This is an optimization exercise on Yosys and OpenROAD, whose aim is small area, a short achievable clock period and few clock cycles per item, not a production implementation. In this exercise RTL edits were held to simulation tests only and were not proved equivalent to the original. Power and IR drop assume default switching activity.

`config.mk`:
```
export PLATFORM = sky130hd
export DESIGN_NAME = source_text_tokenizer
export DESIGN_NICKNAME = source_text_tokenizer
export VERILOG_FILES = /design/flow/design.v
export SDC_FILE = /design/flow/constraint.sdc
export NUM_CORES = 4
export LEC_CHECK = 0
export CAP_MARGIN = 20
export CORE_MARGIN = 2
export CORE_UTILIZATION = 40
export CTS_BUF_LIST = sky130_fd_sc_hd__clkbuf_8
export PLACE_DENSITY = 0.5
export SETUP_SLACK_MARGIN = 2.25
export SLEW_MARGIN = 20
```
`constraint.sdc`:
```
create_clock -name core_clock -period 5.0 [get_ports {clk_i}]
set_input_delay 1.0000 -clock core_clock [delete_from_list [all_inputs] [get_ports {clk_i}]]
set_output_delay 1.0000 -clock core_clock [all_outputs]
set_load 0.01 [all_outputs]
```
`design.v`:
```
package stt_pkg;
  localparam int unsigned LineBits   = 16;
  localparam int unsigned ColBits    = 16;
  localparam int unsigned OffsetBits = 32;
  localparam int unsigned LengthBits = 16;
  localparam int unsigned KindBits   = 5;
  typedef logic [LineBits-1:0]   line_t;
  typedef logic [ColBits-1:0]    col_t;
  typedef logic [OffsetBits-1:0] offset_t;
  typedef logic [LengthBits-1:0] length_t;
  localparam logic [7:0] ChNul   = 8'h00;
  localparam logic [7:0] ChTab   = 8'h09;
  localparam logic [7:0] ChLf    = 8'h0A;
  localparam logic [7:0] ChCr    = 8'h0D;
  localparam logic [7:0] ChSpace = 8'h20;
  localparam logic [7:0] ChBang  = 8'h21;
  localparam logic [7:0] ChDot   = 8'h2E;
  localparam logic [7:0] ChEq    = 8'h3D;
  localparam logic [7:0] ChUnder = 8'h5F;
  typedef enum logic [KindBits-1:0] {
    TK_ILLEGAL  = 5'd0,
    TK_EOF      = 5'd1,
    TK_IDENT    = 5'd2,
    TK_INT      = 5'd3,
    TK_DOUBLE   = 5'd4,
    TK_ASSIGN   = 5'd5,
    TK_EQ       = 5'd6,
    TK_BANG     = 5'd7,
    TK_NOT_EQ   = 5'd8,
    TK_PLUS     = 5'd9,
    TK_MINUS    = 5'd10,
    TK_ASTERISK = 5'd11,
    TK_SLASH    = 5'd12,
    TK_MODULO   = 5'd13,
    TK_SEMI     = 5'd14,
    TK_LPAREN   = 5'd15,
    TK_RPAREN   = 5'd16,
    TK_COMMA    = 5'd17,
    TK_LBRACE   = 5'd18,
    TK_RBRACE   = 5'd19,
    TK_LT       = 5'd20,
    TK_GT       = 5'd21
  } token_kind_e;
  typedef enum logic [2:0] {
    MODE_IDLE   = 3'd0,
    MODE_IDENT  = 3'd1,
    MODE_NUM    = 3'd2,
    MODE_NUMDOT = 3'd3,
    MODE_EQ     = 3'd4,
    MODE_BANG   = 3'd5
  } scan_mode_e;
  typedef struct packed {
    token_kind_e kind;
    line_t       line;
    col_t        col;
    offset_t     offset;
    length_t     len;
    logic        last;
  } tok_t;
  function automatic logic is_alpha(input logic [7:0] c);
    is_alpha = ((c >= 8'h61 && c <= 8'h7A) || (c >= 8'h41 && c <= 8'h5A) || (c == stt_pkg::ChUnder));
  endfunction
  function automatic logic is_digit(input logic [7:0] c);
    is_digit = (c >= 8'h30 && c <= 8'h39);
  endfunction
  function automatic logic is_space(input logic [7:0] c);
    is_space = ((c == stt_pkg::ChSpace) || (c == stt_pkg::ChTab) || (c == stt_pkg::ChLf) || (c == stt_pkg::ChCr));
  endfunction
  function automatic token_kind_e single_kind(input logic [7:0] c);
    token_kind_e k;
    unique case (c)
      8'h2B:   k = stt_pkg::TK_PLUS;
      8'h2D:   k = stt_pkg::TK_MINUS;
      8'h2A:   k = stt_pkg::TK_ASTERISK;
      8'h2F:   k = stt_pkg::TK_SLASH;
      8'h25:   k = stt_pkg::TK_MODULO;
      8'h3B:   k = stt_pkg::TK_SEMI;
      8'h28:   k = stt_pkg::TK_LPAREN;
      8'h29:   k = stt_pkg::TK_RPAREN;
      8'h2C:   k = stt_pkg::TK_COMMA;
      8'h7B:   k = stt_pkg::TK_LBRACE;
      8'h7D:   k = stt_pkg::TK_RBRACE;
      8'h3C:   k = stt_pkg::TK_LT;
      8'h3E:   k = stt_pkg::TK_GT;
      default: k = stt_pkg::TK_ILLEGAL;
    endcase
    single_kind = k;
  endfunction
  localparam int unsigned TokBits = KindBits + LineBits + ColBits + OffsetBits + LengthBits + 1;
  function automatic logic [TokBits-1:0] mk_tok(input token_kind_e kind, input line_t line,
                                                input col_t col, input offset_t offset,
                                                input length_t len);
    mk_tok = {kind, line, col, offset, len, 1'b0};
  endfunction
endpackage
module source_text_tokenizer (
  input  logic                             clk_i,
  input  logic                             rst_ni,
  input  logic                             txt_valid_i,
  output logic                             txt_ready_o,
  input  logic [7:0]                       txt_char_i,
  input  logic                             txt_end_i,
  output logic                             tok_valid_o,
  input  logic                             tok_ready_i,
  output logic [stt_pkg::KindBits-1:0]     tok_kind_o,
  output logic [stt_pkg::LineBits-1:0]     tok_line_o,
  output logic [stt_pkg::ColBits-1:0]      tok_col_o,
  output logic [stt_pkg::OffsetBits-1:0]   tok_offset_o,
  output logic [stt_pkg::LengthBits-1:0]   tok_length_o,
  output logic                             tok_last_o
);
  typedef struct packed {
    logic       e;
    logic       al;
    logic       dg;
    logic       dt;
    logic       eq;
    logic       bg;
    logic       lf;
    logic       sg;
    logic [4:0] sk;
  } cls_t;
  typedef struct packed {
    logic id;
    logic num;
    logic dot;    
    logic op;     
  } mode_t;
  typedef struct packed {
    logic       v;       
    logic       sa;      
    logic       sb;      
    logic       last;
    logic       fin;     
    logic       stp;     
    logic       lrun;    
    logic [1:0] lsm;     
    logic [4:0] kind;
  } pres_t;
  function automatic cls_t classify(input logic [7:0] c, input logic end_i);
    cls_t r;
    logic e;
    e    = end_i || (c == stt_pkg::ChNul);
    r.e  = e;
    r.al = !e && stt_pkg::is_alpha(c);
    r.dg = !e && stt_pkg::is_digit(c);
    r.dt = !e && (c == stt_pkg::ChDot);
    r.eq = !e && (c == stt_pkg::ChEq);
    r.bg = !e && (c == stt_pkg::ChBang);
    r.lf = !e && (c == stt_pkg::ChLf);
    r.sg = !e && !stt_pkg::is_alpha(c) && !stt_pkg::is_digit(c) && !stt_pkg::is_space(c) &&
           (c != stt_pkg::ChEq) && (c != stt_pkg::ChBang);
    r.sk = stt_pkg::single_kind(c);
    classify = r;
  endfunction
  function automatic pres_t present(input cls_t x, input logic vld, input mode_t m,
                                    input logic bang, input logic seen, input logic ph);
    pres_t r;
    logic hold_dot, a_ex, c_ex, c_idle, special, sp_x;
    hold_dot = m.num && x.dt && !seen;
    a_ex     = (m.id && !x.al) || (m.num && !x.dg && !hold_dot) || (m.dot && !x.dg) || m.op;
    c_ex     = x.e || (x.sg && !hold_dot);
    c_idle   = x.e || x.sg;
    special  = m.dot && !x.dg;
    sp_x     = !(x.e || x.al || x.dg || x.eq || x.bg || x.sg);
    r.sa     = a_ex && !ph;
    r.sb     = special && ph;
    r.v      = vld && (a_ex || c_ex);
    if (r.sa) begin
      r.last = !special && !c_ex;
      r.fin  = !special && !c_ex;
      r.stp  = 1'b0;
      r.lrun = !m.op;
      r.lsm  = {x.eq, !x.eq};
      if (m.id)       r.kind = stt_pkg::TK_IDENT;
      else if (m.op)  r.kind = bang ? (x.eq ? stt_pkg::TK_NOT_EQ : stt_pkg::TK_BANG)
                                    : (x.eq ? stt_pkg::TK_EQ : stt_pkg::TK_ASSIGN);
      else            r.kind = (m.num && seen) ? stt_pkg::TK_DOUBLE : stt_pkg::TK_INT;
    end else if (r.sb) begin
      r.last = !c_idle;
      r.fin  = sp_x;
      r.stp  = !sp_x;
      r.lrun = 1'b0;
      r.lsm  = 2'd1;
      r.kind = stt_pkg::TK_ILLEGAL;
    end else begin
      r.last = 1'b1;
      r.fin  = 1'b1;
      r.stp  = 1'b0;
      r.lrun = 1'b0;
      r.lsm  = {1'b0, !x.e};
      r.kind = x.e ? stt_pkg::TK_EOF : x.sk;
    end
    present = r;
  endfunction
  logic cur_vld_q, skd_vld_q, cur_vld_d;
  cls_t cur_q, skd_q, in_cls, cur_d;
  mode_t            mode_q, mode_d;
  logic             bang_q, bang_d;    
  logic             seen_q, seen_d;    
  stt_pkg::line_t   line_q, line_d;
  stt_pkg::col_t    col_q, col_d, tsc_q;
  stt_pkg::offset_t off_q, off_d, tso_q;
  stt_pkg::length_t run_q, run_d;
  logic             ph_q, ph_d;        
  logic             ctop_q, otop_q;    
  pres_t            pr_q, pr_d;
  logic hold_dot, absorbed, start;
  logic take, consume, step, cur_free, in_xfer;
  logic adv, two, lf_adv, radv;
  logic off_top, col_top, run_top, oc1, cc1, rc1;
  assign hold_dot = mode_q.num && cur_q.dt && !seen_q;
  assign absorbed = (mode_q.id && cur_q.al) || (mode_q.num && cur_q.dg) || hold_dot ||
                    (mode_q.dot && cur_q.dg) || (mode_q.op && cur_q.eq);
  assign start    = !cur_q.e && !absorbed && (cur_q.al || cur_q.dg || cur_q.eq || cur_q.bg);
  assign tok_valid_o  = pr_q.v;
  assign tok_kind_o   = pr_q.kind;
  assign tok_last_o   = pr_q.last;
  assign tok_line_o   = line_q;
  assign tok_col_o    = pr_q.sa ? tsc_q : {col_q[15:1], col_q[0] || (pr_q.sb && ctop_q)};
  assign tok_offset_o = pr_q.sa ? tso_q : {off_q[31:1], off_q[0] || (pr_q.sb && otop_q)};
  assign tok_length_o = pr_q.lrun ? run_q : {14'd0, pr_q.lsm};
  assign take     = pr_q.v && tok_ready_i;
  assign step     = take && pr_q.stp;
  assign consume  = (cur_vld_q && !pr_q.v) || (take && pr_q.fin);
  assign cur_free = !cur_vld_q || consume;
  assign txt_ready_o = !skd_vld_q;
  assign in_xfer     = txt_valid_i && !skd_vld_q;
  assign in_cls      = classify(txt_char_i, txt_end_i);
  assign adv    = step || (consume && !cur_q.e && !hold_dot);
  assign two    = consume && mode_q.dot;
  assign lf_adv = consume && cur_q.lf;
  assign radv   = consume && (mode_q.id || mode_q.num || mode_q.dot) && absorbed && !hold_dot;
  assign off_top = &off_q[31:1];
  assign col_top = &col_q[15:1];
  assign run_top = &run_q[15:1];
  assign oc1     = adv && !off_top && (two || off_q[0]);
  assign cc1     = adv && !col_top && (two || col_q[0]);
  assign rc1     = radv && !run_top && (mode_q.dot || run_q[0]);
  always_comb begin
    cur_vld_d = cur_vld_q;
    cur_d     = cur_q;
    if (cur_free) begin
      cur_vld_d = skd_vld_q || in_xfer;
      cur_d     = skd_vld_q ? skd_q : in_cls;
    end
    ph_d = ph_q;
    if (consume || step) begin
      ph_d = 1'b0;
    end else if (take) begin
      ph_d = 1'b1;
    end
    off_d[0] = adv ? (off_top || (off_q[0] ^ !two)) : off_q[0];
    for (int i = 1; i < 32; i++) begin
      off_d[i] = off_q[i] ^ (oc1 && (&(off_q | ~((32'd1 << i) - 32'd2))));
    end
    line_d[0] = line_q[0] ^ (lf_adv && !(&line_q));
    for (int i = 1; i < 16; i++) begin
      line_d[i] = line_q[i] ^ (lf_adv && !(&line_q) && (&(line_q | ~((16'd1 << i) - 16'd1))));
    end
    col_d[0] = lf_adv || (adv ? (col_top || (col_q[0] ^ !two)) : col_q[0]);
    for (int i = 1; i < 16; i++) begin
      col_d[i] = !lf_adv && (col_q[i] ^ (cc1 && (&(col_q | ~((16'd1 << i) - 16'd2)))));
    end
    if (consume && start) begin
      run_d = stt_pkg::length_t'(1);
    end else begin
      run_d[0] = radv ? (run_top || (run_q[0] ^ !mode_q.dot)) : run_q[0];
      for (int i = 1; i < 16; i++) begin
        run_d[i] = run_q[i] ^ (rc1 && (&(run_q | ~((16'd1 << i) - 16'd2))));
      end
    end
    mode_d = mode_q;
    bang_d = bang_q;
    seen_d = seen_q;
    if (step) begin
      mode_d.dot = 1'b0;
    end else if (consume) begin
      mode_d.id  = start ? cur_q.al : (mode_q.id && cur_q.al);
      mode_d.num = start ? cur_q.dg : (mode_q.num && cur_q.dg) || (mode_q.dot && cur_q.dg);
      mode_d.dot = hold_dot;
      mode_d.op  = start && (cur_q.eq || cur_q.bg);
      if (start) begin
        bang_d = cur_q.bg;
        seen_d = 1'b0;
      end else if (mode_q.dot && cur_q.dg) begin
        seen_d = 1'b1;
      end
    end
    pr_d = present(cur_d, cur_vld_d, mode_d, bang_d, seen_d, ph_d);
  end
  always_ff @(posedge clk_i or negedge rst_ni) begin
    if (!rst_ni) begin
      cur_vld_q <= 1'b0;
      skd_vld_q <= 1'b0;
      ph_q      <= 1'b0;
      mode_q    <= '0;
      line_q    <= stt_pkg::line_t'(1);
      col_q     <= stt_pkg::col_t'(1);
      off_q     <= '0;
      pr_q.v    <= 1'b0;
    end else begin
      cur_vld_q <= cur_vld_d;
      skd_vld_q <= cur_free ? 1'b0 : (skd_vld_q || in_xfer);
      ph_q      <= ph_d;
      mode_q    <= mode_d;
      line_q    <= line_d;
      col_q     <= col_d;
      off_q     <= off_d;
      pr_q.v    <= pr_d.v;
    end
  end
  always_ff @(posedge clk_i) begin
    cur_q  <= cur_d;
    if (!skd_vld_q) begin
      skd_q <= in_cls;
    end
    if (consume && start) begin
      tsc_q <= col_q;
      tso_q <= off_q;
    end
    run_q  <= run_d;
    bang_q <= bang_d;
    seen_q <= seen_d;
    ctop_q <= col_top;
    otop_q <= off_top;
    {pr_q.sa, pr_q.sb, pr_q.last, pr_q.fin, pr_q.stp, pr_q.lrun, pr_q.lsm, pr_q.kind} <=
      {pr_d.sa, pr_d.sb, pr_d.last, pr_d.fin, pr_d.stp, pr_d.lrun, pr_d.lsm, pr_d.kind};
  end
endmodule
```
`flow/run.sh`:
```
#!/bin/bash
# The standard layout (standard.sh, the standard flow's own ORFS run) with these ORFS
# settings changed; make's full output goes to make.log here, each ORFS step's
# log to orfs/logs.
set -euo pipefail
export BUFFER_PORTS_ARGS="-buffer_cell sky130_fd_sc_hd__buf_1"
export SKIP_GATE_CLONING=1
bash standard.sh > make.log 2>&1
```
`standard.sh`:
```
#!/bin/bash
# synth_recipe.tcl (not shown) runs the flow's synth.tcl, then flattens the netlist and writes it again
# the make line also repeats each setting of config.mk as NAME=value (left out here)
make -C /OpenROAD-flow-scripts/flow DESIGN_CONFIG=/design/flow/config.mk WORK_HOME=/design/flow/orfs CLKGATE_MAP_FILE= SYNTH_SCRIPT=/design/flow/synth_recipe.tcl "${@:-finish}"
```
==> impl_metrics.env, run 1 <==
export IMPL_clk_pin_slew_ns=0.09
export IMPL_synth_area_mm2=0.00809
export IMPL_p_per_area_mw_per_mm2=472
export IMPL_hpwl_mm=11.9
export IMPL_synth_top_area_share_pct=21.7
export IMPL_dieHeight_um=146
export IMPL_ir_worst_vdd_uv=211
export IMPL_critPathKind="in2reg"
export IMPL_setup_slack_ns=2.33
export IMPL_grt_busiest_layer="met2"
export IMPL_worst_pin_slew_ns=1.14
export IMPL_rows=52
export IMPL_gr_total_overflow=0
export IMPL_place_ws_ns=1.37
export IMPL_power_mw=4.38
export IMPL_synth_edf_count=49
export IMPL_async_reset_ff_share_pct=40.2
export IMPL_io_pins=101
export IMPL_vias_per_cell=5.12
export IMPL_antenna_diode_count=0
export IMPL_final_common_cell="buf_1"
export IMPL_yosysTopAreaCell="dfrtp_1"
export IMPL_synth_seq_cells=179
export IMPL_ys_flop_type="dfrtp_1"
export IMPL_hold_violations=0
export IMPL_wl_per_cell_um=15.6
export IMPL_antenna_found_initial=0
export IMPL_gp_congestion=0.860
export IMPL_fin_skew_ns=0.0135
export IMPL_syn_instance_count=724
export IMPL_synthesis_nets=745
export IMPL_required_ns=5.34
export IMPL_grtUsageTotal_pct=16.5
export IMPL_fin_crit_ns=2.67
export IMPL_start_kind="input port"
export IMPL_gr_usage_met1_pct=22.0
export IMPL_clock_sinks=179
export IMPL_p_leak_nw=3.73
export IMPL_drt_iter0_markers=278
export IMPL_port_buffers=100
export IMPL_synth_warnings=1
export IMPL_grt_max_degree=73
export IMPL_die_area_mm2=0.0214
export IMPL_start_util_pct=40.4
export IMPL_rsz0062_at_grt="no"
export IMPL_setup_viol=0
export IMPL_final_cell_mix="buf_1 (90), dfrtp_1 (69), nor2_1 (60), nand2_1 (56), dfxtp_1 (56)"
export IMPL_vias=5676
export IMPL_cts_tree="built"
export IMPL_slew_headroom_pct=23.5
export IMPL_end_kind="flop"
export IMPL_grt_pass1_wl_mm=28.3
export IMPL_die_w_um=146
export IMPL_synthDistinctLibCells=75
export IMPL_syn_to_final_growth_pct=14.8
export IMPL_worstPathMaxFanout=17
export IMPL_fin_nets=846
export IMPL_final_min_period_over_clock_period_pct=53.5
export IMPL_grt_util_met2_pct=26.3
export IMPL_cts_root_buffer="clkbuf_8"
export IMPL_outcome="no timing/DRC/antenna violations"
export IMPL_htreeDepth=4
export IMPL_drive_gt1_share_pct=17.3
export IMPL_drcViolationCount=0
export IMPL_postRouteAntennaNets=0
export IMPL_clk_latency_ns=0.46
export IMPL_crit_arrival_ns=3.01
export IMPL_cts_made_buffers=17
export IMPL_max_cap_violations=0
export IMPL_fmax_mhz=374
export IMPL_setup_tns_ns=0
export IMPL_met3_usage_pct=3.38
export IMPL_seq_area_frac_synth_pct=54.9
export IMPL_syn_avg_cell_area_um2=11.2
export IMPL_grt_pass1_vias=5420
export IMPL_finalMaxSlewViolations=0
export IMPL_core_area_mm2=0.0200
export IMPL_cts_buffer_depth=2
export IMPL_first_pass_iters=5
export IMPL_hp_class="reg2reg"
export IMPL_synth_area_leaders="dfrtp_1 (22%), edfxtp_1 (18%), dfxtp_1 (14%)"
export IMPL_drt_wl_total_mm=17.2
[synth_stat cells (3+ instances only)]
library cell,number
a31oi_1,4
o22ai_1,3
a22o_1,3
a41oi_1,4
nand4_1,18
o21ai_0,20
and4_1,3
nor3b_1,4
dfxtp_1,58
and2_2,4
a2bb2oi_1,3
nand3_1,38
nand2_1,57
buf_2,3
dfrtp_1,70
nor2b_1,8
xnor2_1,32
nor3_1,15
nand3b_1,4
and3_1,8
nor2_1,60
mux2_2,54
clkbuf_1,17
and2_1,21
edfxtp_1,49
a21oi_1,20
inv_1,18
xor2_1,36
buf_4,5
o211ai_1,3
nand2b_1,7
ha_1,8
nor4_1,5
[final timing paths]
check                             from   endpoint  slack [ns]  depth (start not counted)
max                        tok_ready_i   pr_q[10]        2.33                          9
min                           skd_q[7]   skd_q[7]        0.45                          2
max reg2reg                  cur_q[11]   pr_q[10]        2.37                          6
min reg2reg                   skd_q[7]   skd_q[7]        0.45                          2
max in group asynchronous       rst_ni  skd_vld_q        3.66                          1
min in group asynchronous       rst_ni  off_q[12]        0.65                          1
[metrics by stage]
step / hold slack, ns / utilization [%] / cell area, µm² / std cells
after detailed placement: 0.428 / 43.4 / 8690 / 1068
after CTS: 0.453 / 45.6 / 9150 / 1102
final: 0.446 / 46.3 / 9290 / 1108
after global routing: 0.487 / 46.3 / 9290 / 1108
after floorplan: 0.404 / - / 8090 / 724
after global placement: 0.423 / 43.4 / 8690 / 1068
[state kept, by name (all words and copies together) (netlist names), 4 cells and up]
| register | flops |
|---|---|
| run_q | 16 |
| col_q | 16 |
| mode_q | 4 |
| skd_q | 13 |
| cur_q | 13 |
| off_q | 32 |
| pr_q | 14 |
| tsc_q | 16 |
| line_q | 16 |
| tso_q | 32 |
[what timing repair did]
| item | 4_1_cts | 5_1_grt |
|---|---|---|
| hold buffers | 0 | 0 |
| setup endpoints to repair | 47 | 56 |
| gates resized for setup | 16 | 28 |
| pin swaps | 1 | 3 |
| setup buffers | 2 | 6 |
[where the power goes]
group	switching, mW	internal (mW)	leakage, nW
registers	0.177	1.78	1.85
clock network	0.554	0.459	0.201
logic	0.820	0.588	1.68
total	1.55	2.83	3.73
[final cells by class]
class                           instances  area (µm²)
Fill cell                            1938       10800
Clock buffer                           17         234
Timing Repair Buffer                  112         513
Sequential cell                       179        4440
Inverter                               20        81.3
Clock inverter                         15         170
Multi-Input combinational cell        495        3510
Tap cell                              270         338
[logic make-up (layout without fill, tap and decap cells)]
family | after synthesis | after routing | synth area share, %
flops | 179 | 179 | 54.9
fa+ha+maj | 8 | 8 | 1.24
buf+inv | 50 | 164 | 2.82
simple gates | 268 | 268 | 17.2
xor+xnor | 68 | 68 | 7.36
compound gates | 95 | 95 | 8.71
mux | 56 | 56 | 7.77
[worst max-delay path, cell delays in order]
cell and delay [ns]:
clkbuf_2 0.14, nand2_1 0.06, and3_2 0.28, inv_6 0.17
mux2_2 0.40, or2b_2 0.33, a31oi_4 0.29, clkbuf_4 0.24
o21ai_0 0.10
[layer usage]
metal  vias up  share of wire, %  routed length, µm
li1       2776                 -                  -
met1      2757                47               8020
met2       121                48               8280
met3        22               3.6                617
met4         0               1.9                322
met5         -                 0                  0
Testbench counts, summed over its fixed seeds: cycles 24,838, bytes 24,017.
==> run 2: changes to the inputs <==
--- a/config.mk
+++ b/config.mk
@@ -9,6 +9,6 @@
 export CORE_MARGIN = 2
 export CORE_UTILIZATION = 40
 export CTS_BUF_LIST = sky130_fd_sc_hd__clkbuf_8
-export PLACE_DENSITY = 0.5
 export SETUP_SLACK_MARGIN = 2.25
 export SLEW_MARGIN = 20
+export TNS_END_PERCENT = 10
==> run 2 against run 1 <==
Effect of this change:
- still clean
- fmax is 2.5% lower
- first-iteration DRC count increased by 23%
- sequential power about the same
- final area decreased by 0.96%
- die area is the same
- sequential cell count did not move
- register-to-register slack worse by 0.04 ns
- critical endpoint unchanged
==> impl_metrics.env, run 2 <==
export IMPL_hold_slack_ns=0.449
export IMPL_htreeDepth=4
export IMPL_synth_seq_cells=179
export IMPL_cts_tree="built"
export IMPL_dieHeight_um=146
export IMPL_synth_warnings=1
export IMPL_fin_nets=838
export IMPL_core_area_mm2=0.0200
export IMPL_slew_headroom_pct=30.2
export IMPL_wl_per_cell_um=15.0
export IMPL_min_to="skd_q[7]"
export IMPL_ys_top_cells_by_count="dfrtp_1 (70), nor2_1 (60), dfxtp_1 (58), nand2_1 (57), mux2_2 (54)"
export IMPL_crit_arrival_ns=3.11
export IMPL_drcViolationCount=0
export IMPL_synth_edf_count=49
export IMPL_syn_to_final_growth_pct=13.7
export IMPL_r2r_slack_ns=2.33
export IMPL_fmax_mhz=365
export IMPL_antenna_found_initial=1
export IMPL_ir_worst_vdd_uv=197
export IMPL_rsz0062_at_grt="yes"
export IMPL_drt_iter0_markers=342
export IMPL_fin_skew_ns=0.0168
export IMPL_gr_total_overflow=0
export IMPL_fillers=1942
export IMPL_cts_root_buffer="clkbuf_8"
export IMPL_grt_max_degree=53
export IMPL_worst_r2r_path_depth=9
export IMPL_syn_instance_count=724
export IMPL_yosysTopAreaCell="dfrtp_1"
export IMPL_first_pass_iters=4
export IMPL_fin_crit_ns=2.74
export IMPL_worst_pin_slew_ns=1.04
export IMPL_synthesis_nets=745
export IMPL_postRouteAntennaNets=0
export IMPL_clk_pin_slew_ns=0.11
export IMPL_synth_most_common_cell="dfrtp_1"
export IMPL_worstHoldPathCells=2
export IMPL_required_ns=5.37
export IMPL_seq_area_frac_synth_pct=54.9
export IMPL_max_cap_violations=0
export IMPL_setup_viol=0
export IMPL_final_common_cell="buf_1"
export IMPL_cts_made_buffers=17
export IMPL_syn_avg_cell_area_um2=11.2
export IMPL_port_buffers=100
export IMPL_synth_area_mm2=0.00809
export IMPL_grtUsageTotal_pct=15.8
export IMPL_drt_wl_total_mm=16.5
export IMPL_r2r_end="off_q[20]"
export IMPL_die_area_mm2=0.0214
export IMPL_worstHoldStart="skd_q[7]"
export IMPL_start_util_pct=40.4
export IMPL_p_leak_nw=3.69
export IMPL_vias_per_cell=5.06
export IMPL_synth_area_leaders="dfrtp_1 (22%), edfxtp_1 (18%), dfxtp_1 (14%)"
export IMPL_hold_buffers=0
export IMPL_p_per_area_mw_per_mm2=469
export IMPL_outcome="no timing/DRC/antenna violations"
export IMPL_reg_largest_list="off_q (32), tso_q (32)"
export IMPL_dp_cells=1067
export IMPL_rows=52
export IMPL_stdcell_count=1100
export IMPL_ys_flop_type="dfrtp_1"
export IMPL_hpwl_mm=11.4
export IMPL_critPathKind="in2reg"
export IMPL_die_w_um=146
export IMPL_grt_pass1_wl_mm=27.2
export IMPL_start_kind="input port"
export IMPL_end_kind="flop"
export IMPL_antenna_diode_count=0
export IMPL_hold_violations=0
export IMPL_worstPathMaxFanout=17
export IMPL_final_cell_mix="buf_1 (93), dfrtp_1 (69), nor2_1 (60), nand2_1 (57), dfxtp_1 (57)"
export IMPL_drive_gt1_share_pct=15.5
export IMPL_clk_latency_ns=0.48
export IMPL_synthDistinctLibCells=75
export IMPL_finalMaxSlewViolations=0
export IMPL_final_min_period_over_clock_period_pct=54.8
export IMPL_io_pins=101
export IMPL_async_reset_ff_share_pct=40.2
export IMPL_vias=5567
export IMPL_hp_class="reg2reg"
export IMPL_clock_sinks=179
export IMPL_synth_top_area_share_pct=21.7
export IMPL_r2r_start="pr_q[13]"
export IMPL_grt_pass1_vias=5327
export IMPL_gp_congestion=0.853
export IMPL_setup_tns_ns=0
export IMPL_cts_buffer_depth=2
run 2: cell counts after synthesis:
No cell type changed its count.
run 2: what timing repair did:
item                                    4_1_cts  5_1_grt
pin swaps                                     0        2
endpoints found under the setup margin       65       35
gates cloned                                  0        0
resized for setup                             9       14
buffers inserted                              0        1
endpoints found under the hold margin         0        0
run 2: cells by family after synthesis:
logic type / share of synthesized area, %
AOI/OAI and AO/OA: 8.71
xor gates and xnor gates: 7.36
adders and majority gates: 1.24
buffers and inverters: 2.82
DFF: 54.9
muxes: 7.77
and+or+nand+nor: 17.2
run 2: final cells by class:
class / instances / area, µm² / share of cell area (%)
clock buffer: 17 / 234 / 2.54
tap: 270 / 338 / 3.67
inverter: 20 / 77.6 / 0.844
sequential: 179 / 4440 / 48.3
timing repair buffer: 104 / 444 / 4.83
clock inverter: 15 / 183 / 1.99
multi-input combinational: 495 / 3480 / 37.9
run 2: how the worst max path moves through the flow:
stage	from	endpoint	slack (ns)	cells past startpoint
2_1_floorplan	txt_char_i[0]	pr_q[3]	2.24	9
3_3_place_gp	txt_char_i[2]	pr_q[5]	1.45	8
3_5_place_dp	txt_char_i[0]	pr_q[1]	1.43	10
4_1_cts	tok_ready_i	line_q[14]	2.21	8
5_1_grt	tok_ready_i	off_q[14]	2.13	10
6_report	tok_ready_i	pr_q[10]	2.26	9
run 2: per-stage QoR:
step	setup WS (ns)	utilization (%)	cell area [µm²]	total power [mW]
global route	2.13	45.9	9200	4.58
finish	2.26	45.9	9200	4.31
floorplan	2.24	-	8090	2.91
global placement	1.45	43.4	8690	3.29
detailed placement	1.43	43.4	8690	3.30
CTS	2.21	45.6	9140	4.35
run 2: worst max-delay path, stage by stage:
cell and delay, ns:
buf_1 0.18, nand2_1 0.06, and3_2 0.26, clkinv_2 0.23
mux2_2 0.42, or2b_2 0.33, a31oi_4 0.30, buf_2 0.23
o21ai_0 0.10
run 2: metal layers:
metal	wire length, µm	part of all wire, %	vias to the layer above	GRT usage [%]
met3	587	3.6	32	3.72
li1	-	-	2780	-
met4	375	2.3	2	6.31
met5	16	0.097	-	0
met2	7730	47	108	25.0
met1	7740	47	2645	21.1
run 2: power breakdown:
part           total, mW  switching [mW]  internal (mW)  leakage (nW)
sequential          1.95           0.173           1.78          1.85
clock               1.03           0.599          0.428         0.206
combinational       1.34           0.792          0.545          1.63
total               4.31            1.56           2.75          3.69
==> run 3: changes to the inputs <==
--- a/config.mk
+++ b/config.mk
@@ -11,4 +11,4 @@
 export CTS_BUF_LIST = sky130_fd_sc_hd__clkbuf_8
 export SETUP_SLACK_MARGIN = 2.25
 export SLEW_MARGIN = 20
-export TNS_END_PERCENT = 10
+export TNS_END_PERCENT = 50
==> run 3 against run 2 <==
Effect of this change:
- largest power group unchanged
- combinational power is 4% higher
- worst setup slack improved by 0.069 ns
- final area rose by 0.82%
- clock power hardly changed
- total power is 1.4% higher
- register-to-register slack improved by 0.11 ns
- cell count up 0.45%
- die area stayed put
- hold slack barely moved
- routed wire length up 0.51%
- non-clock buffer count grew 5
==> impl_metrics.env, run 3 <==
export IMPL_outcome="no timing/DRC/antenna violations"
export IMPL_first_pass_iters=5
export IMPL_vias_per_cell=5.05
export IMPL_synth_area_mm2=0.00809
export IMPL_clk_latency_ns=0.48
export IMPL_drive_gt1_share_pct=16.6
export IMPL_worst_pin_slew_ns=1.03
export IMPL_drt_wl_total_mm=16.5
export IMPL_die_area_mm2=0.0214
export IMPL_synth_warnings=1
export IMPL_core_area_mm2=0.0200
export IMPL_p_leak_nw=3.72
export IMPL_seq_area_frac_synth_pct=54.9
export IMPL_fin_skew_ns=0.0165
export IMPL_synthesis_nets=745
export IMPL_syn_avg_cell_area_um2=11.2
export IMPL_fin_nets=843
export IMPL_clk_pin_slew_ns=0.11
export IMPL_synth_seq_cells=179
export IMPL_cts_tree="built"
export IMPL_ys_flop_type="dfrtp_1"
export IMPL_fmax_mhz=374
export IMPL_slew_headroom_pct=31.0
export IMPL_start_util_pct=40.4
export IMPL_postRouteAntennaNets=0
export IMPL_vias=5578
export IMPL_hpwl_mm=11.4
export IMPL_max_cap_violations=0
export IMPL_critPathSlowestCell="mux2_2"
export IMPL_io_pins=101
export IMPL_syn_instance_count=724
export IMPL_setup_tns_ns=0
export IMPL_finalMaxSlewViolations=0
export IMPL_async_reset_ff_share_pct=40.2
export IMPL_crit_arrival_ns=1.67
export IMPL_placed_cell_area_mm2=0.00869
export IMPL_reg_largest_list="off_q (32), tso_q (32)"
export IMPL_cts_made_buffers=17
export IMPL_r2r_slack_ns=2.44
export IMPL_finish_instance_area_mm2=0.00927
export IMPL_grt_pass1_wl_mm=27.2
export IMPL_ys_top_cells_by_count="dfrtp_1 (70), nor2_1 (60), dfxtp_1 (58), nand2_1 (57), mux2_2 (54)"
export IMPL_synth_top_area_share_pct=21.7
export IMPL_grt_pass1_vias=5327
export IMPL_final_min_period_over_clock_period_pct=53.5
export IMPL_grtUsageTotal_pct=15.8
export IMPL_gp_congestion=0.853
export IMPL_cpPeakStageDelay_ns=0.40
export IMPL_antenna_diode_count=0
export IMPL_dp_cells=1067
export IMPL_met3_usage_pct=3.72
export IMPL_dieHeight_um=146
export IMPL_grt_busiest_layer="met2"
export IMPL_ir_worst_vdd_uv=204
export IMPL_hp_class="reg2reg"
export IMPL_synthDistinctLibCells=75
export IMPL_start_kind="flop"
export IMPL_synth_area_leaders="dfrtp_1 (22%), edfxtp_1 (18%), dfxtp_1 (14%)"
export IMPL_end_kind="output pin"
export IMPL_crit_chain="buf_12 -> mux2_2 -> buf_1"
export IMPL_port_buffers=100
export IMPL_required_ns=4.00
export IMPL_critPathKind="reg2out"
export IMPL_fin_crit_ns=2.67
export IMPL_setup_viol=0
export IMPL_rsz0062_at_grt="yes"
export IMPL_clock_sinks=179
export IMPL_final_common_cell="buf_1"
export IMPL_final_cell_mix="buf_1 (92), dfrtp_1 (69), nor2_1 (60), dfxtp_1 (57), nand2_1 (56)"
export IMPL_stdcell_count=1105
export IMPL_gr_total_overflow=0
export IMPL_wl_per_cell_um=15.0
export IMPL_cts_root_buffer="clkbuf_8"
export IMPL_grt_max_degree=53
export IMPL_hold_violations=0
export IMPL_syn_to_final_growth_pct=14.7
export IMPL_gr_usage_met1_pct=21.1
export IMPL_die_w_um=146
export IMPL_drcViolationCount=0
export IMPL_synth_most_common_cell="dfrtp_1"
export IMPL_grt_util_met2_pct=25.0
export IMPL_worstPathMaxFanout=52
export IMPL_drt_iter0_markers=339
export IMPL_cts_buffer_depth=2
export IMPL_p_per_area_mw_per_mm2=472
export IMPL_synth_edf_count=49
export IMPL_antenna_found_initial=1
export IMPL_yosysTopAreaCell="dfrtp_1"
export IMPL_rows=52
export IMPL_htreeDepth=4
==> run 3: worst paths after layout <==
kind                            from      endpoint  cells past startpoint
hold reg to reg             skd_q[7]      skd_q[7]                      2
min in group asynchronous     rst_ni      pr_q[13]                      1
hold / removal              skd_q[7]      skd_q[7]                      2
max in group asynchronous     rst_ni     line_q[3]                      2
setup / recovery            pr_q[12]  tok_col_o[1]                      3
setup reg to reg           mode_q[3]       pr_q[1]                      9
==> run 3: cells by family after synthesis <==
family | synth area share, %
AO/OA/AOI/OAI | 8.71
multiplexers | 7.77
flip-flops | 54.9
XOR/XNOR | 7.36
adder cells (fa/ha/maj) | 1.24
buffers and inverters | 2.82
AND/OR/NAND/NOR | 17.2
==> run 3: layout make-up <==
cell class,count,area (µm²)
fill,1933,10800
sequential,179,4440
multi-input combinational,495,3510
timing repair buffer,109,490
tap,270,338
clock buffer,17,234
clock inverter,15,183
inverter,20,81.3
==> run 3: through the flow <==
step | power [mW] | utilization [%] | hold slack, ns | worst slack [ns]
finish | 4.37 | 46.3 | 0.449 | 2.33
CTS | 4.35 | 45.6 | 0.437 | 2.21
detailed placement | 3.30 | 43.4 | 0.432 | 1.43
global route | 4.64 | 46.3 | 0.450 | 2.19
global placement | 3.29 | 43.4 | 0.421 | 1.45
floorplan | 2.91 | - | 0.404 | 2.24
==> run 3: power breakdown <==
group	internal, mW	total (mW)	switching, mW	leakage, nW
logic	0.586	1.39	0.808	1.66
registers	1.78	1.95	0.174	1.85
clock network	0.428	1.03	0.601	0.206
==> run 3: critical path: cells and delay by family, from the launching register on <==
kind / cells / cell delay (ns)
buf+inv: 2 / 0.40
mux: 1 / 0.40
flops: 1 / 0.36
==> run 3: routing by layer <==
layer	wire length [µm]	share of wire (%)	up-vias
met5	16	0.097	-
met2	7770	47	99
met3	620	3.7	29
met4	386	2.3	2
li1	-	-	2787
met1	7740	47	2661
==> run 3: timing repair <==
item,4_1_cts,5_1_grt
pin swaps,0,3
setup buffers,0,6
gates resized for setup,9,27
hold buffers,0,0
setup endpoints to repair,65,35
==> run 4: changes to the inputs <==
--- a/flow/run.sh
+++ b/flow/run.sh
@@ -5,4 +5,5 @@
 set -euo pipefail
 export BUFFER_PORTS_ARGS="-buffer_cell sky130_fd_sc_hd__buf_1"
 export SKIP_GATE_CLONING=1
+export SETUP_REPAIR_SEQUENCE="unbuffer,sizedown,sizeup,swap"
 bash standard.sh > make.log 2>&1
--- a/config.mk
+++ b/config.mk
@@ -11,4 +11,3 @@
 export CTS_BUF_LIST = sky130_fd_sc_hd__clkbuf_8
 export SETUP_SLACK_MARGIN = 2.25
 export SLEW_MARGIN = 20
-export TNS_END_PERCENT = 50
==> run 4 against run 3 <==
Effect of this change:
- sequential share of layout area up 0.12 points
- worst setup slack better by 0.019 ns
- final area down 0.20%
- via count up 0.41%
- fmax up 0.72%
- hold slack worse by 0.0041 ns
- largest cell class unchanged
- largest power group unchanged
- area after synthesis unchanged
- global-route usage down 0.36 points
- non-clock buffer count up 1
==> impl_metrics.env, run 4 <==
export IMPL_outcome="no timing/DRC/antenna violations"
export IMPL_synth_top_area_share_pct=21.7
export IMPL_final_common_cell="buf_1"
export IMPL_syn_avg_cell_area_um2=11.2
export IMPL_seq_area_frac_synth_pct=54.9
export IMPL_p_seq_share_pct=45.1
export IMPL_postRouteAntennaNets=0
export IMPL_antenna_found_initial=1
export IMPL_hp_class="reg2reg"
export IMPL_cts_tree="built"
export IMPL_required_ns=4.00
export IMPL_syn_to_final_growth_pct=14.4
export IMPL_grt_pass1_vias=5149
export IMPL_vias=5601
export IMPL_dieHeight_um=146
export IMPL_synthesis_nets=745
export IMPL_grt_max_degree=73
export IMPL_finalMaxSlewViolations=0
export IMPL_synth_most_common_cell="dfrtp_1"
export IMPL_rows=52
export IMPL_slew_headroom_pct=28.8
export IMPL_ys_top_cells_by_count="dfrtp_1 (70), nor2_1 (60), dfxtp_1 (58), nand2_1 (57), mux2_2 (54)"
export IMPL_drcViolationCount=0
export IMPL_ir_worst_vdd_uv=218
export IMPL_crit_chain="buf_12 -> buf_12 -> mux2_2 -> buf_1"
export IMPL_die_w_um=146
export IMPL_crit_arrival_ns=1.65
export IMPL_clk_latency_ns=0.47
export IMPL_synth_seq_cells=179
export IMPL_cp_common_cell="buf_12"
export IMPL_worst_pin_slew_ns=1.06
export IMPL_fin_crit_ns=2.65
export IMPL_setup_viol=0
export IMPL_synthDistinctLibCells=75
export IMPL_die_area_mm2=0.0214
export IMPL_p_per_area_mw_per_mm2=469
export IMPL_fin_skew_ns=0.0225
export IMPL_yosysTopAreaCell="dfrtp_1"
export IMPL_first_pass_iters=4
export IMPL_wl_per_cell_um=14.9
export IMPL_ys_flop_type="dfrtp_1"
export IMPL_setup_tns_ns=0
export IMPL_core_area_mm2=0.0200
export IMPL_start_util_pct=40.4
export IMPL_critPathKind="reg2out"
export IMPL_cts_made_buffers=17
export IMPL_fmax_mhz=377
export IMPL_syn_instance_count=724
export IMPL_htreeDepth=4
export IMPL_start_kind="flop"
export IMPL_hold_buffers=0
export IMPL_reg_largest_list="off_q (32), tso_q (32)"
export IMPL_place_ws_ns=1.40
export IMPL_pwr_share_comb_pct=32.7
export IMPL_worstPathMaxFanout=20
export IMPL_setup_slack_ns=2.35
export IMPL_synth_area_leaders="dfrtp_1 (22%), edfxtp_1 (18%), dfxtp_1 (14%)"
export IMPL_p_leak_nw=3.72
export IMPL_final_cell_mix="buf_1 (92), dfrtp_1 (69), nor2_1 (60), dfxtp_1 (57), nand2_1 (56)"
export IMPL_antenna_diode_count=0
export IMPL_max_cap_violations=0
export IMPL_synth_area_mm2=0.00809
export IMPL_hold_violations=0
export IMPL_gr_total_overflow=0
export IMPL_utilization_pct=46.2
export IMPL_intPower_mw=2.79
export IMPL_synth_warnings=1
export IMPL_final_min_period_over_clock_period_pct=53.1
export IMPL_drt_wl_total_mm=16.5
export IMPL_power_switching_share_pct=35.6
export IMPL_synth_edf_count=49
export IMPL_pwr_share_clk_pct=22.2
export IMPL_hpwl_mm=11.0
export IMPL_clock_sinks=179
export IMPL_gp_congestion=0.844
export IMPL_drive_gt1_share_pct=16.5
export IMPL_cts_buffer_depth=2
export IMPL_clk_pin_slew_ns=0.09
export IMPL_critPathSlowestCell="dfxtp_4"
export IMPL_cts_root_buffer="clkbuf_8"
export IMPL_cpPeakStageDelay_ns=0.38
export IMPL_fin_nets=844
export IMPL_drt_iter0_markers=290
export IMPL_p_switching_mw=1.55
export IMPL_port_buffers=100
export IMPL_async_reset_ff_share_pct=40.2
export IMPL_vias_per_cell=5.06
export IMPL_rsz0062_at_grt="no"
export IMPL_io_pins=101
export IMPL_grtUsageTotal_pct=15.4
export IMPL_end_kind="output pin"
export IMPL_grt_pass1_wl_mm=26.5
==> run 4: routing by layer <==
| metal | GRT usage (%) | share of wire, % |
|---|---|---|
| met5 | 0 | 0.067 |
| met4 | 5.39 | 1.3 |
| met3 | 3.47 | 3.6 |
| met2 | 24.9 | 48 |
| met1 | 20.6 | 47 |
==> run 4: stage by stage <==
stage | hold WS [ns] | power [mW] | instance area [µm²] | instances
floorplan | 0.404 | 2.91 | 8090 | 724
global placement | 0.425 | 3.28 | 8670 | 1066
detailed placement | 0.428 | 3.30 | 8670 | 1066
CTS | 0.452 | 4.30 | 9130 | 1101
global route | 0.468 | 4.62 | 9250 | 1106
finish | 0.445 | 4.34 | 9250 | 1106
==> run 4: area by class of cell <==
class,instances,area [µm²]
clock buffers,17,234
clock inverters,15,151
fillers,1912,10800
inverters,20,81.3
multi-input cells,495,3500
flip-flops and latches,179,4440
well taps,270,338
repair buffers,110,510
==> run 4: cell families (layout without fill, tap and decap cells) <==
logic type / after synthesis / count (layout) / share of synthesized area (%)
AOI/OAI and AO/OA: 95 / 95 / 8.71
xor gates and xnor gates: 68 / 68 / 7.36
adders and majority gates: 8 / 8 / 1.24
buffers and inverters: 50 / 162 / 2.82
DFF: 179 / 179 / 54.9
muxes: 56 / 56 / 7.77
and+or+nand+nor: 268 / 268 / 17.2
==> run 4: final timing paths <==
| path | cells past startpoint | slack, ns | start | end |
|---|---|---|---|---|
| max | 4 | 2.35 | pr_q[12] | tok_offset_o[6] |
| min | 2 | 0.44 | skd_q[7] | skd_q[7] |
| max reg2reg | 7 | 2.40 | mode_q[3] | pr_q[3] |
| min reg2reg | 2 | 0.44 | skd_q[7] | skd_q[7] |
| max in group asynchronous | 1 | 3.62 | rst_ni | skd_vld_q |
| min in group asynchronous | 1 | 0.68 | rst_ni | col_q[10] |
==> run 4: repair_timing <==
item / in CTS / in global routing
pin swaps: 1 / 3
endpoints found under the setup margin: 50 / 48
buffers inserted: 3 / 5
resized for setup: 17 / 22
==> run 4: power by group through the flow <==
stage / logic, mW / registers [mW] / clock network, mW
detailed placement: 1.29 / 2.01 / 0
floorplan: 0.990 / 1.92 / 0
global route: 1.56 / 2.00 / 1.05
CTS: 1.35 / 1.96 / 0.991
finish: 1.42 / 1.96 / 0.962
global placement: 1.28 / 2.00 / 0
==> run 4: critical path: cells and delay by family (launching register included) <==
kind / cells / cell delay [ns]
mux: 1 / 0.34
flops: 1 / 0.38
buf+inv: 3 / 0.46
==> run 5: changes to the inputs <==
--- a/flow/run.sh
+++ b/flow/run.sh
@@ -5,5 +5,4 @@
 set -euo pipefail
 export BUFFER_PORTS_ARGS="-buffer_cell sky130_fd_sc_hd__buf_1"
 export SKIP_GATE_CLONING=1
-export SETUP_REPAIR_SEQUENCE="unbuffer,sizedown,sizeup,swap"
 bash standard.sh > make.log 2>&1
--- a/config.mk
+++ b/config.mk
@@ -5,9 +5,9 @@
 export SDC_FILE = /design/flow/constraint.sdc
 export NUM_CORES = 4
 export LEC_CHECK = 0
-export CAP_MARGIN = 20
+export CAP_MARGIN = 5
 export CORE_MARGIN = 2
 export CORE_UTILIZATION = 40
 export CTS_BUF_LIST = sky130_fd_sc_hd__clkbuf_8
 export SETUP_SLACK_MARGIN = 2.25
-export SLEW_MARGIN = 20
+export SLEW_MARGIN = 5
==> run 5 against run 4 <==
Effect of this change:
- still clean on timing, DRC and antenna
- clock skew unchanged
- sequential share of layout area unchanged
- final area unchanged
- first-iteration DRC count unchanged
- area after synthesis unchanged
- clock power about the same
- critical path depth unchanged
- largest power group unchanged
==> impl_metrics.env, run 5 <==
export IMPL_cp_common_cell="buf_12"
export IMPL_antenna_found_initial=1
export IMPL_clk_latency_ns=0.47
export IMPL_fin_skew_ns=0.0225
export IMPL_io_pins=101
export IMPL_p_seq_share_pct=45.1
export IMPL_p_switching_mw=1.55
export IMPL_syn_avg_cell_area_um2=11.2
export IMPL_pwr_share_clk_pct=22.2
export IMPL_intPower_mw=2.79
export IMPL_finish_instance_area_mm2=0.00925
export IMPL_drcViolationCount=0
export IMPL_synth_seq_cells=179
export IMPL_utilization_pct=46.2
export IMPL_hpwl_mm=11.0
export IMPL_hold_buffers=0
export IMPL_grt_max_degree=73
export IMPL_required_ns=4.00
export IMPL_synthesis_nets=745
export IMPL_dieHeight_um=146
export IMPL_clock_sinks=179
export IMPL_final_cell_mix="buf_1 (92), dfrtp_1 (69), nor2_1 (60), dfxtp_1 (57), nand2_1 (56)"
export IMPL_gr_total_overflow=0
export IMPL_syn_to_final_growth_pct=14.4
export IMPL_synth_edf_count=49
export IMPL_drt_iter0_markers=290
export IMPL_crit_chain="buf_12 -> buf_12 -> mux2_2 -> buf_1"
export IMPL_setup_viol=0
export IMPL_wl_per_cell_um=14.9
export IMPL_crit_arrival_ns=1.65
export IMPL_syn_instance_count=724
export IMPL_vias_per_cell=5.06
export IMPL_ys_top_cells_by_count="dfrtp_1 (70), nor2_1 (60), dfxtp_1 (58), nand2_1 (57), mux2_2 (54)"
export IMPL_grtUsageTotal_pct=15.4
export IMPL_postRouteAntennaNets=0
export IMPL_seq_area_frac_synth_pct=54.9
export IMPL_fin_nets=844
export IMPL_power_mw=4.34
export IMPL_end_kind="output pin"
export IMPL_final_min_period_over_clock_period_pct=53.1
export IMPL_clk_pin_slew_ns=0.09
export IMPL_setup_tns_ns=0
export IMPL_p_leak_nw=3.72
export IMPL_rsz0062_at_grt="no"
export IMPL_finalMaxSlewViolations=0
export IMPL_rows=52
export IMPL_grt_pass1_vias=5149
export IMPL_port_buffers=100
export IMPL_cpPeakStageDelay_ns=0.38
export IMPL_worstPathMaxFanout=20
export IMPL_synth_most_common_cell="dfrtp_1"
export IMPL_fmax_mhz=377
export IMPL_synthDistinctLibCells=75
export IMPL_vias=5601
export IMPL_start_util_pct=40.4
export IMPL_ys_flop_type="dfrtp_1"
export IMPL_outcome="no timing/DRC/antenna violations"
export IMPL_grt_pass1_wl_mm=26.5
export IMPL_hold_violations=0
export IMPL_placed_cell_area_mm2=0.00867
export IMPL_p_per_area_mw_per_mm2=469
export IMPL_core_area_mm2=0.0200
export IMPL_cts_root_buffer="clkbuf_8"
export IMPL_start_kind="flop"
export IMPL_cts_tree="built"
export IMPL_critPathKind="reg2out"
export IMPL_fin_crit_ns=2.65
export IMPL_worst_pin_slew_ns=1.06
export IMPL_first_pass_iters=4
export IMPL_cts_made_buffers=17
export IMPL_slew_headroom_pct=28.8
export IMPL_synth_area_leaders="dfrtp_1 (22%), edfxtp_1 (18%), dfxtp_1 (14%)"
export IMPL_pwr_share_comb_pct=32.7
export IMPL_final_common_cell="buf_1"
export IMPL_htreeDepth=4
export IMPL_drive_gt1_share_pct=16.5
export IMPL_die_area_mm2=0.0214
export IMPL_ir_worst_vdd_uv=218
export IMPL_synth_warnings=1
export IMPL_power_switching_share_pct=35.6
export IMPL_max_cap_violations=0
export IMPL_gp_congestion=0.844
export IMPL_synth_top_area_share_pct=21.7
export IMPL_cts_buffer_depth=2
export IMPL_die_w_um=146
export IMPL_hp_class="reg2reg"
export IMPL_yosysTopAreaCell="dfrtp_1"
export IMPL_drt_wl_total_mm=16.5
export IMPL_synth_area_mm2=0.00809
export IMPL_async_reset_ff_share_pct=40.2
export IMPL_reg_largest_list="off_q (32), tso_q (32)"
export IMPL_antenna_diode_count=0
export IMPL_critPathSlowestCell="dfxtp_4"
run 5: worst max-delay path: cells and delay by family (launching register included):
family                 cells  cell delay [ns]
buffers and inverters      3             0.46
multiplexers               1             0.34
flip-flops                 1             0.38
run 5: final cells by class:
cell class                 count  area (µm²)
tap                          270         338
inverter                      20        81.3
fill                        1912       10800
clock buffer                  17         234
timing repair buffer         110         510
clock inverter                15         151
sequential                   179        4440
multi-input combinational    495        3500
run 5: kinds of logic (layout without fill, tap and decap cells):
family | after synthesis | count (layout) | synth area share (%)
AOI/OAI and AO/OA | 95 | 95 | 8.71
buffers and inverters | 50 | 162 | 2.82
muxes | 56 | 56 | 7.77
DFF | 179 | 179 | 54.9
and+or+nand+nor | 268 | 268 | 17.2
adders and majority gates | 8 | 8 | 1.24
xor gates and xnor gates | 68 | 68 | 7.36
run 5: layer usage:
metal  GRT usage (%)  share of wire, %  wire, µm  vias up
met4            5.39               1.3       208        2
met2            24.9                48      7890      102
li1                -                 -         -     2784
met5               0             0.067        11        -
met3            3.47               3.5       584       17
met1            20.6                47      7760     2696
run 5: per-stage QoR:
step	hold WS (ns)	cells	setup WS (ns)
final	0.445	1106	2.35
after global routing	0.468	1106	2.25
after CTS	0.452	1101	2.26
after detailed placement	0.428	1066	1.40
after global placement	0.425	1066	1.43
after floorplan	0.404	724	2.27
run 5: worst paths after layout:
check,from,to,slack [ns],cells after the start
max reg2reg,mode_q[3],pr_q[3],2.40,7
max in group asynchronous,rst_ni,skd_vld_q,3.51,1
max,pr_q[12],tok_offset_o[6],2.35,4
min reg2reg,skd_q[7],skd_q[7],0.44,2
min in group asynchronous,rst_ni,col_q[10],0.74,1
min,skd_q[7],skd_q[7],0.44,2
run 5: power by group through the flow:
stage / Clock, mW / Combinational, mW / Sequential [mW]
2_1_floorplan: 0 / 0.990 / 1.92
3_5_place_dp: 0 / 1.29 / 2.01
5_1_grt: 1.05 / 1.56 / 2.00
3_3_place_gp: 0 / 1.28 / 2.00
4_1_cts: 0.991 / 1.35 / 1.96
6_report: 0.962 / 1.42 / 1.96
run 5: timing repair:
| action | in CTS | in global routing |
|---|---|---|
| setup endpoints to repair | 50 | 48 |
| gates resized for setup | 17 | 22 |
| setup buffers | 3 | 5 |
| pin swaps | 1 | 3 |
==> run 6: changes to the inputs <==
--- a/config.mk
+++ b/config.mk
@@ -5,9 +5,9 @@
 export SDC_FILE = /design/flow/constraint.sdc
 export NUM_CORES = 4
 export LEC_CHECK = 0
-export CAP_MARGIN = 5
+export CAP_MARGIN = 20
 export CORE_MARGIN = 2
 export CORE_UTILIZATION = 40
 export CTS_BUF_LIST = sky130_fd_sc_hd__clkbuf_8
-export SETUP_SLACK_MARGIN = 2.25
-export SLEW_MARGIN = 5
+export SETUP_SLACK_MARGIN = 2.0
+export SLEW_MARGIN = 20
==> run 6 against run 5 <==
Effect of this change:
- highest routed layer is now met4
- worst setup slack got worse by 0.20 ns
- core utilization fell by 0.81 points
- fmax is 6.9% lower
- sequential cell count unchanged
- critical endpoint is now tok_offset_o[31]
- still clean
==> impl_metrics.env, run 6 <==
export IMPL_async_reset_ff_share_pct=40.2
export IMPL_post_cts_resized=4
export IMPL_fin_nets=837
export IMPL_clk_latency_ns=0.47
export IMPL_htreeDepth=4
export IMPL_finalMaxSlewViolations=0
export IMPL_synth_warnings=1
export IMPL_final_common_cell="buf_1"
export IMPL_grt_pass1_wl_mm=26.5
export IMPL_dp_cells=1067
export IMPL_cts_made_buffers=17
export IMPL_hold_violations=0
export IMPL_syn_to_final_growth_pct=12.4
export IMPL_p_seq_share_pct=46.9
export IMPL_synth_area_mm2=0.00809
export IMPL_synth_seq_cells=179
export IMPL_synth_edf_count=49
export IMPL_final_min_period_over_clock_period_pct=57.0
export IMPL_start_util_pct=40.4
export IMPL_fmax_mhz=351
export IMPL_required_ns=4.00
export IMPL_synthDistinctLibCells=75
export IMPL_ys_top_cells_by_count="dfrtp_1 (70), nor2_1 (60), dfxtp_1 (58), nand2_1 (57), mux2_2 (54)"
export IMPL_synth_top_area_share_pct=21.7
export IMPL_end_kind="output pin"
export IMPL_cts_buffer_depth=2
export IMPL_dieHeight_um=146
export IMPL_setup_viol=0
export IMPL_gr_total_overflow=0
export IMPL_hpwl_mm=11.2
export IMPL_ys_flop_type="dfrtp_1"
export IMPL_hold_buffers=0
export IMPL_pwr_share_clk_pct=22.9
export IMPL_rows=52
export IMPL_wl_per_cell_um=14.6
export IMPL_p_per_area_mw_per_mm2=463
export IMPL_crit_chain="buf_6 -> mux2_2 -> buf_1"
export IMPL_die_area_mm2=0.0214
export IMPL_intPower_mw=2.69
export IMPL_hp_class="reg2reg"
export IMPL_stdcell_count=1099
export IMPL_synth_area_leaders="dfrtp_1 (22%), edfxtp_1 (18%), dfxtp_1 (14%)"
export IMPL_power_mw=4.21
export IMPL_synth_most_common_cell="dfrtp_1"
export IMPL_drt_iter0_markers=317
export IMPL_p_leak_nw=3.65
export IMPL_postRouteAntennaNets=0
export IMPL_gp_congestion=0.877
export IMPL_fillers=1945
export IMPL_worst_pin_slew_ns=1.04
export IMPL_worstPathMaxFanout=35
export IMPL_slew_headroom_pct=29.9
export IMPL_power_switching_share_pct=36.2
export IMPL_reg_largest_list="off_q (32), tso_q (32)"
export IMPL_seq_area_frac_synth_pct=54.9
export IMPL_antenna_diode_count=0
export IMPL_port_buffers=100
export IMPL_synthesis_nets=745
export IMPL_core_area_mm2=0.0200
export IMPL_start_kind="flop"
export IMPL_drcViolationCount=0
export IMPL_die_w_um=146
export IMPL_clock_sinks=179
export IMPL_vias_per_cell=5.01
export IMPL_cts_root_buffer="clkbuf_8"
export IMPL_antenna_found_initial=0
export IMPL_rsz0062_at_grt="yes"
export IMPL_drt_wl_total_mm=16.1
export IMPL_outcome="no timing/DRC/antenna violations"
export IMPL_clk_pin_slew_ns=0.10
export IMPL_cts_tree="built"
export IMPL_grt_pass1_vias=5165
export IMPL_critPathSlowestCell="dfxtp_4"
export IMPL_grtUsageTotal_pct=15.5
export IMPL_syn_instance_count=724
export IMPL_critPathKind="reg2out"
export IMPL_first_pass_iters=4
export IMPL_p_switching_mw=1.53
export IMPL_crit_arrival_ns=1.85
export IMPL_pwr_share_comb_pct=30.2
export IMPL_ir_worst_vdd_uv=196
export IMPL_setup_tns_ns=0
export IMPL_cpPeakStageDelay_ns=0.51
export IMPL_cts_setup_buffers=0
export IMPL_grt_max_degree=73
export IMPL_vias=5509
export IMPL_final_cell_mix="buf_1 (94), dfrtp_1 (70), nor2_1 (60), nand2_1 (57), dfxtp_1 (57)"
export IMPL_io_pins=101
export IMPL_yosysTopAreaCell="dfrtp_1"
export IMPL_fin_skew_ns=0.0137
export IMPL_max_cap_violations=0
export IMPL_fin_crit_ns=2.85
export IMPL_drive_gt1_share_pct=14.5
export IMPL_syn_avg_cell_area_um2=11.2
-- run 6: cell counts after synthesis --
Identical to the previous run, type by type.
-- run 6: kinds of logic (layout without fill, tap and decap cells) --
family | after synthesis | after routing | share of synthesized area [%]
AOI/OAI and AO/OA | 95 | 95 | 8.71
xor gates and xnor gates | 68 | 68 | 7.36
adders and majority gates | 8 | 8 | 1.24
buffers and inverters | 50 | 155 | 2.82
DFF | 179 | 179 | 54.9
muxes | 56 | 56 | 7.77
and+or+nand+nor | 268 | 268 | 17.2
-- run 6: per-stage QoR --
stage / area [µm²] / hold slack (ns) / util, % / setup slack (ns)
final: 9090 / 0.453 / 45.4 / 2.15
after global routing: 9090 / 0.487 / 45.4 / 1.97
after CTS: 9080 / 0.459 / 45.3 / 2.09
after detailed placement: 8680 / 0.434 / 43.3 / 1.45
after global placement: 8680 / 0.423 / 43.3 / 1.45
after floorplan: 8090 / 0.404 / - / 2.17
-- run 6: area by class of cell --
cell class | count | area (µm²) | area share (%)
clock buffer | 17 | 234 | 2.57
clock inverter | 15 | 154 | 1.69
inverter | 20 | 76.3 | 0.840
multi-input combinational | 495 | 3440 | 37.8
sequential | 179 | 4440 | 48.9
tap | 270 | 338 | 3.72
timing repair buffer | 103 | 412 | 4.53
-- run 6: metal layers --
layer	global-route usage, %	vias up	share of wire [%]
met1	20.9	2607	47
met4	6.70	0	2.5
li1	-	2774	-
met5	0	-	0
met2	24.0	104	47
met3	3.53	24	3.6
-- run 6: power by group through the flow --
stage,sequential (mW),clock (mW),combinational [mW]
3_3_place_gp,2.00,0,1.28
4_1_cts,1.98,1.00,1.29
2_1_floorplan,1.93,0,0.990
5_1_grt,2.02,1.05,1.42
6_report,1.98,0.966,1.27
3_5_place_dp,2.01,0,1.28
-- run 6: worst paths after layout --
path                          start          endpoint  slack (ns)  depth (start not counted)
min in group asynchronous    rst_ni         col_q[12]        0.67                          1
max reg2reg                pr_q[13]         off_q[20]        2.30                          9
max in group asynchronous    rst_ni         cur_vld_q        3.73                          1
min reg2reg                skd_q[7]          skd_q[7]        0.45                          2
min                        skd_q[7]          skd_q[7]        0.45                          2
max                        pr_q[12]  tok_offset_o[31]        2.15                          3
-- run 6: worst max-delay path: cells and delay by family, from the launching register on --
family | cells | cell delay [ns]
buffers and inverters | 2 | 0.50
flip-flops | 1 | 0.51
multiplexers | 1 | 0.38
==> run 7: changes to the inputs <==
--- a/config.mk
+++ b/config.mk
@@ -9,5 +9,5 @@
 export CORE_MARGIN = 2
 export CORE_UTILIZATION = 40
 export CTS_BUF_LIST = sky130_fd_sc_hd__clkbuf_8
-export SETUP_SLACK_MARGIN = 2.0
+export SETUP_SLACK_MARGIN = 2.1
 export SLEW_MARGIN = 20
==> run 7 against run 6 <==
Effect of this change:
- cell count up 0.27%
- largest cell class unchanged
- synthesized cell count unchanged
- worst setup slack better by 0.071 ns
- clock skew rose by 0.0024 ns
- hold slack about the same
==> impl_metrics.env, run 7 <==
export IMPL_outcome="no timing/DRC/antenna violations"
export IMPL_r2r_start="pr_q[13]"
export IMPL_hold_buffers=0
export IMPL_ys_top_cells_by_count="dfrtp_1 (70), nor2_1 (60), dfxtp_1 (58), nand2_1 (57), mux2_2 (54)"
export IMPL_slew_headroom_pct=29.4
export IMPL_seq_area_frac_synth_pct=54.9
export IMPL_final_cell_mix="buf_1 (94), dfrtp_1 (70), nor2_1 (60), nand2_1 (57), dfxtp_1 (57)"
export IMPL_grt_pass1_vias=5165
export IMPL_hp_class="reg2reg"
export IMPL_worstHoldStart="skd_q[7]"
export IMPL_setup_tns_ns=0
export IMPL_fin_crit_ns=2.78
export IMPL_power_mw=4.27
export IMPL_die_w_um=146
export IMPL_syn_instance_count=724
export IMPL_hold_violations=0
export IMPL_pwr_share_comb_pct=31.0
export IMPL_yosys_area_share_simple_pct=17.2
export IMPL_worstHoldPathCells=2
export IMPL_fin_skew_ns=0.0161
export IMPL_synth_seq_cells=179
export IMPL_p_seq_share_pct=46.4
export IMPL_power_switching_share_pct=36.1
export IMPL_cts_tree="built"
export IMPL_r2r_slack_ns=2.35
export IMPL_grt_max_degree=73
export IMPL_crit_arrival_ns=3.13
export IMPL_yosysTopAreaCell="dfrtp_1"
export IMPL_pwr_share_clk_pct=22.6
export IMPL_cpPeakStageDelay_ns=0.42
export IMPL_antenna_diode_count=0
export IMPL_utilization_pct=45.6
export IMPL_required_ns=5.35
export IMPL_synth_area_leaders="dfrtp_1 (22%), edfxtp_1 (18%), dfxtp_1 (14%)"
export IMPL_start_util_pct=40.4
export IMPL_synthesis_nets=745
export IMPL_vias_per_cell=4.97
export IMPL_clk_pin_slew_ns=0.10
export IMPL_crit_chain="buf_1 -> nand2_1 -> and3_2 -> clkinv_2 -> mux2_2 -> or2b_2 -> a31oi_4 -> and2_2 -> a21oi_1"
export IMPL_gp_congestion=0.877
export IMPL_postRouteAntennaNets=0
export IMPL_fin_nets=840
export IMPL_synth_top_area_share_pct=21.7
export IMPL_cts_root_buffer="clkbuf_8"
export IMPL_synthAdderAreaFrac_pct=1.24
export IMPL_synth_xor_area_share_pct=7.37
export IMPL_hold_slack_ns=0.453
export IMPL_synth_area_mm2=0.00809
export IMPL_rows=52
export IMPL_cp_top_family="simple AND/OR/NAND/NOR gates"
export IMPL_max_cap_violations=0
export IMPL_multi_input_area_mm2=0.00346
export IMPL_grtUsageTotal_pct=15.5
export IMPL_final_min_period_over_clock_period_pct=55.6
export IMPL_wl_per_cell_um=14.6
export IMPL_core_area_mm2=0.0200
export IMPL_dp_cells=1067
export IMPL_worst_r2r_path_depth=9
export IMPL_p_switching_mw=1.54
export IMPL_critPathLaunch="tok_ready_i"
export IMPL_synthMuxAreaShare_pct=7.77
export IMPL_async_reset_ff_share_pct=40.2
export IMPL_gr_total_overflow=0
export IMPL_htreeDepth=4
export IMPL_crit_cells=9
export IMPL_synthDistinctLibCells=75
export IMPL_syn_to_final_growth_pct=13.1
export IMPL_start_kind="input port"
export IMPL_worstPathMaxFanout=17
export IMPL_synth_most_common_cell="dfrtp_1"
export IMPL_synth_compound_area_share_pct=8.71
export IMPL_drive_gt1_share_pct=15.5
export IMPL_critPathBufInv=2
export IMPL_ir_worst_vdd_uv=191
export IMPL_synth_warnings=1
export IMPL_clk_latency_ns=0.46
export IMPL_seqCellArea_mm2=0.00444
export IMPL_synth_top_family_by_area="simple AND/OR/NAND/NOR gates"
export IMPL_finalMaxSlewViolations=0
export IMPL_worst_pin_slew_ns=1.05
export IMPL_first_pass_iters=4
export IMPL_fillers=1941
export IMPL_ys_flop_type="dfrtp_1"
export IMPL_die_area_mm2=0.0214
export IMPL_syn_avg_cell_area_um2=11.2
export IMPL_intPower_mw=2.73
export IMPL_min_to="skd_q[7]"
export IMPL_antenna_found_initial=0
export IMPL_end_kind="flop"
export IMPL_hpwl_mm=11.2
export IMPL_stdcell_count=1102
export IMPL_vias=5478
export IMPL_io_pins=101
export IMPL_fmax_mhz=360
export IMPL_final_common_cell="buf_1"
export IMPL_rsz0062_at_grt="no"
export IMPL_drt_wl_total_mm=16.1
export IMPL_p_per_area_mw_per_mm2=466
export IMPL_clock_sinks=179
export IMPL_reg_largest_list="off_q (32), tso_q (32)"
export IMPL_critPathSlowestCell="mux2_2"
export IMPL_synth_edf_count=49
export IMPL_setup_viol=0
export IMPL_critPathKind="in2reg"
export IMPL_drt_iter0_markers=337
export IMPL_p_leak_nw=3.68
export IMPL_cts_made_buffers=17
export IMPL_dieHeight_um=146
export IMPL_drcViolationCount=0
export IMPL_cts_buffer_depth=2
export IMPL_grt_pass1_wl_mm=26.5
export IMPL_port_buffers=100
export IMPL_r2r_end="off_q[20]"
run 7: worst max path at each step:
| stage | endpoint |
|---|---|
| 6_report | pr_q[5] |
| 5_1_grt | pr_q[9] |
| 4_1_cts | tok_offset_o[31] |
| 3_5_place_dp | pr_q[5] |
| 3_3_place_gp | pr_q[5] |
| 2_1_floorplan | pr_q[7] |
run 7: routing by layer:
layer | vias up | track usage, % | routed length (µm)
met3 | 19 | 3.53 | 677
li1 | 2772 | - | -
met4 | 0 | 6.70 | 342
met5 | - | 0 | 0
met2 | 95 | 24.0 | 7530
met1 | 2592 | 20.9 | 7530
run 7: stage by stage:
stage          setup slack (ns)  instance area (µm²)
2_1_floorplan              2.17                 8090
3_3_place_gp               1.45                 8680
3_5_place_dp               1.45                 8680
4_1_cts                    2.10                 9080
5_1_grt                    2.11                 9150
6_report                   2.22                 9150
run 7: kinds of logic (layout without fill, tap and decap cells):
kind of cell             Yosys count  after routing
AO/OA/AOI/OAI                     95             95
XOR/XNOR                          68             68
adder cells (fa/ha/maj)            8              8
buffers and inverters             50            158
flip-flops                       179            179
multiplexers                      56             56
AND/OR/NAND/NOR                  268            268
run 7: worst min-delay path: cells and delay by family, from the launching register on:
family	cells	cell delay, ns
flip-flops	1	0.32
AND/OR/NAND/NOR	2	0.11
run 7: timing repair:
action                     CTS  global route
setup buffers                0             3
gates resized for setup      5            13
pin swaps                    0             1
setup endpoints to repair   42            51
run 7: layout make-up:
cell class                      count  share of cell area [%]
Sequential cell                   179                    48.5
Multi-Input combinational cell    495                    37.8
Timing Repair Buffer              106                    4.84
Tap cell                          270                    3.69
Clock buffer                       17                    2.56
Clock inverter                     15                    1.68
Inverter                           20                   0.848
run 7: power by group through the flow:
stage          Sequential [mW]  Clock, mW  Combinational (mW)
6_report                  1.98      0.964                1.32
5_1_grt                   2.02       1.05                1.48
4_1_cts                   1.98       1.00                1.29
3_5_place_dp              2.01          0                1.28
3_3_place_gp              2.00          0                1.28
2_1_floorplan             1.93          0               0.990

-- re-timing with driven ports --
The results above use ideal ports. As a check the final layouts listed here were re-extracted and re-timed, cells and wires unchanged. Step 1, drivers: a clkbuf_16 drives clk_i and a buf_2 each remaining input, both assumed. Step 2, shift: input delay + t, output delay - t, t = (earliest + latest rising clock arrival at the registers) / 2. This alone moves slack from input paths to output paths. Slacks: no drivers / after step 1 / after step 2; pairs: no drivers / after step 1.
| run | shift t [ns] | setup slack, ns |
|---|---|---|
| run 1 | 0.496 | 2.326 / 2.326 / 1.830 |
| run 2 | 0.512 | 2.258 / 2.221 / 1.710 |
| run 3 | 0.512 | 2.326 / 2.291 / 1.859 |
| run 4 | 0.495 | 2.346 / 2.306 / 1.847 |
| run 5 | 0.495 | 2.346 / 2.306 / 1.847 |
| run 6 | 0.500 | 2.150 / 2.112 / 1.640 |
| run 7 | 0.490 | 2.222 / 2.199 / 1.709 |
After both steps setup and hold are still met in every run listed.
